From an optimization exercise on the open Yosys and OpenROAD flow, aimed at small area, a short achievable clock period and few clock cycles per item; shortcuts taken in it are not production practice.
In this exercise RTL edits were held to simulation tests only and were not proved equivalent to the original.
Power figures rest on the tool's default switching activity, not on a simulated workload.

red:
Design source_line_tokenizer_core, start of the top module:
module source_line_tokenizer_core (
    input  logic        i_clk,
    input  logic        i_rst_n,
    input  logic        i_in_valid,
    output logic        o_in_ready,
    input  logic [8:0]  i_in_data,
    output logic        o_out_valid,
    input  logic        i_out_ready,
    output logic [44:0] o_out_data
);
    localparam logic [1:0] K_LEXEME = 2'd0;
    localparam logic [1:0] K_DONE   = 2'd1;
    localparam logic [1:0] K_ERROR  = 2'd2;
    localparam logic [3:0] TT_IDENT  = 4'd0;
    localparam logic [3:0] TT_INT    = 4'd1;
    localparam logic [3:0] TT_FLOAT  = 4'd2;
    localparam logic [3:0] TT_STRING = 4'd3;
    localparam logic [3:0] TT_OP     = 4'd4;
    localparam logic [3:0] TT_LBRACE = 4'd5;
    localparam logic [3:0] TT_RBRACE = 4'd6;
    localparam logic [3:0] TT_LPAREN = 4'd7;
    localparam logic [3:0] TT_RPAREN = 4'd8;
    localparam logic [3:0] TT_SEMI   = 4'd9;
    localparam logic [1:0] E_BAD_NUMBER = 2'd0;
    localparam logic [1:0] E_BAD_ESCAPE = 2'd1;
    localparam logic [1:0] E_UNCLOSED   = 2'd2;
    localparam logic [1:0] E_UNEXPECTED = 2'd3;
    localparam logic [3:0] M_IDLE    = 4'd0;
    localparam logic [3:0] M_IDENT   = 4'd1;
    localparam logic [3:0] M_NUMBER  = 4'd2;
    localparam logic [3:0] M_NEG     = 4'd3;
    localparam logic [3:0] M_DBL     = 4'd4;
    localparam logic [3:0] M_STRING  = 4'd5;
    localparam logic [3:0] M_ESCAPE  = 4'd6;
    localparam logic [3:0] M_COMMENT = 4'd7;
    localparam logic [3:0] M_ERROR   = 4'd8;
    localparam logic [3:0] M_CLOSEOP = 4'd9;    
    localparam logic [1:0] P_NONE = 2'd0;
    localparam logic [1:0] P_COL  = 2'd1;
    localparam logic [1:0] P_LINE = 2'd2;
    logic [8:0]  r_h, r_s;
    logic        r_hv, r_sv;
    logic [3:0]  r_mode, n_mode;
    logic [15:0] r_line;
    logic [11:0] r_col, r_tstart;
    logic [1:0]  r_pend;
    logic [1:0]  r_dots, n_dots;
    logic        r_lastdot, n_lastdot;
    logic        r_ov;
    logic [1:0]  r_kind;
    logic [3:0]  r_type;
    logic [7:0]  r_byte;
    logic [1:0]  r_err;
    logic        r_last;
    logic [11:0] r_ocol;
    logic [7:0]  c;
    logic        act;
  ...
For scale: roughly 99 flip-flops, about 60 I/O pins, about 5800 µm² of cells after synthesis.
make LEC_CHECK=0 ABC_AREA=1 CAP_MARGIN=20 CORE_MARGIN=2 CORE_UTILIZATION=40 PLACE_DENSITY=0.6 SETUP_SLACK_MARGIN=5 SLEW_MARGIN=20 finish   # period 7.5 ns
run.sh (not shown) runs the stock make flow with config.mk's settings and CLKGATE_MAP_FILE= SYNTH_SCRIPT=/design/flow/synth_recipe.tcl, a recipe that flattens the netlist after the stock synthesis.
Testbench counts of red, summed over its fixed seeds: cycles 36,513, items 32,063.
The inputs of blue differ from those of red as listed below.
-- flow/design.v --
<<< red, line 46
    logic [11:0] r_col, r_tstart;
    logic [1:0]  r_pend;
    logic [1:0]  r_dots, n_dots;
    logic        r_lastdot, n_lastdot;
>>> blue, line 46
    logic [11:0] r_col, r_tstart;
    logic [1:0]  r_pend;
    logic        r_tsdefer;    
    logic [1:0]  r_dots, n_dots;
    logic        r_lastdot, n_lastdot;
<<< red, line 54
    logic [1:0]  r_err;
    logic        r_last;
    logic [11:0] r_ocol;
    logic [7:0]  c;
    logic        act;
    logic        is_space, is_letter, is_digit, close_consume;
    logic        go, take, consume, rv, csel, ts_load, nl;
    logic [1:0]  kind, err;
    logic [3:0]  ty;
>>> blue, line 55
    logic [1:0]  r_err;
    logic        r_last;
    logic        r_csel;
    logic [7:0]  c;
    logic        act;
    logic        is_space, is_letter, is_digit, close_consume;
    logic        go, take, consume, rv, csel, ts_load, ts_defer, nl;
    logic [1:0]  kind, err;
    logic [3:0]  ty;
<<< red, line 73
    assign take        = i_in_valid && !r_sv;
    assign o_out_valid = r_ov;
    assign o_out_data  = {r_kind, r_type, r_byte, r_line, r_ocol, r_err, r_last};
    assign go = r_hv && ((r_mode == M_ERROR) || !r_ov || i_out_ready);
    logic [16:0] line_inc;
    logic [12:0] col_inc;
    assign line_inc = {1'b0, r_line} + 17'd1;
    assign col_inc  = {1'b0, r_col} + 13'd1;
    always_comb begin
        cur_line = r_line;
        cur_col  = r_col;
        if (r_pend == P_LINE) begin
            cur_line = line_inc[15:0] | {16{line_inc[16]}};
            cur_col  = 12'd1;
        end else if (r_pend == P_COL) begin
            cur_col  = col_inc[11:0] | {12{col_inc[12]}};
        end
    end
>>> blue, line 74
    assign take        = i_in_valid && !r_sv;
    assign o_out_valid = r_ov;
    assign o_out_data  = {r_kind, r_type, r_byte, r_line, r_csel ? r_tstart : r_col, r_err, r_last};
    assign go = r_hv && ((r_mode == M_ERROR) || !r_ov || i_out_ready);
    always_comb begin
        cur_line = r_line;
        cur_col  = r_col;
        if (r_pend == P_LINE) begin
            if (r_line != 16'hFFFF) cur_line = r_line + 16'd1;
            cur_col = 12'd1;
        end else if (r_pend == P_COL) begin
            if (r_col != 12'hFFF) cur_col = r_col + 12'd1;
        end
    end
<<< red, line 101
        consume   = 1'b1;
        ts_load   = 1'b0;
        nl        = 1'b0;
        if (act) begin
>>> blue, line 98
        consume   = 1'b1;
        ts_load   = 1'b0;
        ts_defer  = 1'b0;
        nl        = 1'b0;
        if (act) begin
<<< red, line 150
                        rv = 1'b1; csel = 1'b1; kind = K_DONE;
                        n_mode = (c == 8'h23) ? M_COMMENT : (c == 8'h22) ? M_STRING : M_IDLE;
                        ts_load = (c == 8'h22);
                        consume = close_consume;
                        if (r_mode == M_IDENT) begin
>>> blue, line 148
                        rv = 1'b1; csel = 1'b1; kind = K_DONE;
                        n_mode = (c == 8'h23) ? M_COMMENT : (c == 8'h22) ? M_STRING : M_IDLE;
                        ts_defer = (c == 8'h22);
                        consume = close_consume;
                        if (r_mode == M_IDENT) begin
<<< red, line 237
            r_line    <= 16'd1;
            r_col     <= 12'd1;
            r_pend    <= P_NONE;
            r_ov      <= 1'b0;
        end else begin
>>> blue, line 235
            r_line    <= 16'd1;
            r_col     <= 12'd1;
            r_tstart  <= 12'd1;
            r_pend    <= P_NONE;
            r_tsdefer <= 1'b0;
            r_dots    <= 2'd0;
            r_lastdot <= 1'b0;
            r_ov      <= 1'b0;
        end else begin
<<< red, line 261
            if (go && r_mode != M_ERROR) begin
                r_mode    <= n_mode;
                r_line    <= cur_line;
                r_col     <= cur_col;
                r_pend    <= !consume ? P_NONE : (act ? (nl ? P_LINE : P_NONE) : P_COL);
            end
>>> blue, line 263
            if (go && r_mode != M_ERROR) begin
                r_mode    <= n_mode;
                r_dots    <= n_dots;
                r_lastdot <= n_lastdot;
                r_line    <= cur_line;
                r_col     <= cur_col;
                if (ts_load) r_tstart <= cur_col;
                else if (r_tsdefer) r_tstart <= r_col;
                r_tsdefer <= ts_defer;
                r_pend    <= !consume ? P_NONE : (act ? (nl ? P_LINE : P_NONE) : P_COL);
            end
<<< red, line 273
    end
    always_ff @(posedge i_clk) begin
        if (go && r_mode != M_ERROR) begin
            r_dots    <= n_dots;
            r_lastdot <= n_lastdot;
            if (ts_load) r_tstart <= cur_col;
        end
    end
    always_ff @(posedge i_clk) begin
        if (go && r_mode != M_ERROR && rv) begin
            r_kind <= kind;
>>> blue, line 280
    end
    always_ff @(posedge i_clk) begin
        if (go && r_mode != M_ERROR && rv) begin
            r_kind <= kind;
<<< red, line 286
            r_err  <= err;
            r_last <= consume;
            r_ocol <= csel ? r_tstart : cur_col;
        end
    end
>>> blue, line 286
            r_err  <= err;
            r_last <= consume;
            r_csel <= csel;
        end
    end
==> comparison <==
- Re transition time of the tightest slew-check pin: red was higher than blue.
- Relative to red, time the worst path needs with I/O delays and setup increased by 460 ps in blue.
- Compared with red, blue shows clock-buffer cell count higher by 1.
- In blue, multi-input logic cell count is higher than in red.
- blue vs red: sequential cell fraction of total power up
- Diff red -> blue: sum of met3 wire segment lengths after detailed routing went up 2.9%; post-CTS clock slew at the launch and capture registers of the worst setup and hold paths held; synthesized cell count went up about 5.6%.
Testbench counts of blue, summed over its fixed seeds: cycles 36,513, items 32,063.


## v4
source_line_tokenizer_core again, from the RTL that the note above started with.
clock: 7.5 ns
lec_check: 0
abc_area: 1
cap_margin: 20
core_margin: 2
core_utilization: 65
place_density: 0.75
setup_slack_margin: 5
slew_margin: 20
standard.sh (not shown) runs the stock make flow with config.mk's settings and CLKGATE_MAP_FILE= SYNTH_SCRIPT=/design/flow/synth_recipe.tcl, a recipe that flattens the netlist after the stock synthesis.
==> flow/flow/run.sh <==
#!/bin/bash
# Standard layout with plain buffers on the ports. Each step's full log
# stays in orfs/logs/; make's output goes to standard.log.
set -euo pipefail
bash standard.sh "BUFFER_PORTS_ARGS=-buffer_cell sky130_fd_sc_hd__buf_2" finish > standard.log 2>&1
v4: all stages complete, timing, DRC and antenna checks passed
Testbench counts of v4, summed over its fixed seeds: cycles 36,513, items 32,063.
Changes in v13 relative to v4:
diff --git a/flow/design.v b/flow/design.v
--- a/flow/design.v
+++ b/flow/design.v
@@ -50,37 +50,41 @@
     logic        r_ov;
     logic [1:0]  r_kind;
     logic [3:0]  r_type;
     logic [7:0]  r_byte;
     logic [1:0]  r_err;
     logic        r_last;
     logic [11:0] r_ocol;
     logic [7:0]  c;
     logic        act;
     logic        is_space, is_letter, is_digit, close_consume;
-    logic        go, take, consume, rv, csel, ts_load, nl;
+    logic        go, triv, take, consume, rv, csel, ts_load, nl;
     logic [1:0]  kind, err;
     logic [3:0]  ty;
     logic [7:0]  byt;
     logic [15:0] cur_line;
     logic [11:0] cur_col;
     assign c   = r_h[7:0];
     assign act = r_h[8];
     assign is_space  = (c == 8'd32) || (c == 8'd9) || (c == 8'd12) || (c == 8'd11) || (c == 8'd13);
     assign is_letter = (c >= 8'h61 && c <= 8'h7A) || (c >= 8'h41 && c <= 8'h5A) || (c == 8'h5F);
     assign is_digit  = (c >= 8'h30) && (c <= 8'h39);
     assign close_consume = is_space || (c == 8'h23) || (c == 8'h22);
     assign o_in_ready  = !r_sv;
     assign take        = i_in_valid && !r_sv;
     assign o_out_valid = r_ov;
     assign o_out_data  = {r_kind, r_type, r_byte, r_line, r_ocol, r_err, r_last};
-    assign go = r_hv && ((r_mode == M_ERROR) || !r_ov || i_out_ready);
+    assign triv = !act && r_pend != P_LINE &&
+                  ((r_mode == M_COMMENT) ||
+                   (r_mode == M_IDLE && (is_space || c == 8'h23 || c == 8'h22)) ||
+                   (r_mode == M_STRING && c == 8'h5C));
+    assign go = r_hv && ((r_mode == M_ERROR) || !r_ov || i_out_ready || triv);
     logic [16:0] line_inc;
     logic [12:0] col_inc;
     assign line_inc = {1'b0, r_line} + 17'd1;
     assign col_inc  = {1'b0, r_col} + 13'd1;
     always_comb begin
         cur_line = r_line;
         cur_col  = r_col;
         if (r_pend == P_LINE) begin
             cur_line = line_inc[15:0] | {16{line_inc[16]}};
             cur_col  = 12'd1;
## What came out
Synthesized area was higher in the run labelled v13. Post-synthesis cell count in v13 is 41 higher than in v4. The final-layout worst hold slack of v13 was inferior to that of v4. Per the comparison of v13 with v4, non-clock buffer count saw an increase; cell area now sits higher. [v13 vs v4] overall power of the completed layout: lower in v13. The count of fill cells added during filler insertion in v13 was higher than what v4 gave. NOTE: share of cell area taken by multi-input logic gates in v13 exceeds that of v4. v13 vs v4 — largest clock skew in the final design dropped 3.1 ps.
Testbench counts of v13, summed over its fixed seeds: cycles 36,164, items 32,063.

[port drivers added, routing unchanged]
The results above use ideal ports. As a check the final layouts listed here were re-extracted and re-timed, cells and wires unchanged.
Step 1, drivers: a clkbuf_16 drives i_clk and a buf_2 each remaining input, both assumed.
Step 2, shift: input delay + t, output delay - t, t = (earliest + latest rising clock arrival at the registers) / 2. This alone moves slack from input paths to output paths.
Three values: no drivers, after step 1, after step 2; two values: the first two.
| run | shift t [ns] | setup WS [ns] | hold slack, ns | worst data-port slew with drivers (ns) |
|---|---|---|---|---|
| red | 0.391 | 5.026 / 4.986 / 4.665 | 0.487 / 0.487 / 0.487 | 0.04 |
| blue | 0.380 | 4.565 / 4.526 / 4.644 | 0.455 / 0.455 / 0.455 | 0.05 |
| v4 | 0.409 | 4.976 / 4.961 / 4.552 | 0.496 / 0.496 / 0.496 | 0.05 |
| v13 | 0.416 | 4.998 / 4.972 / 4.595 | 0.492 / 0.492 / 0.492 | 0.03 |
After both steps every run listed still meets setup and hold. The setup slack of v4, which loses most, moves by -0.015 ns with the drivers and by -0.424 ns with both steps.
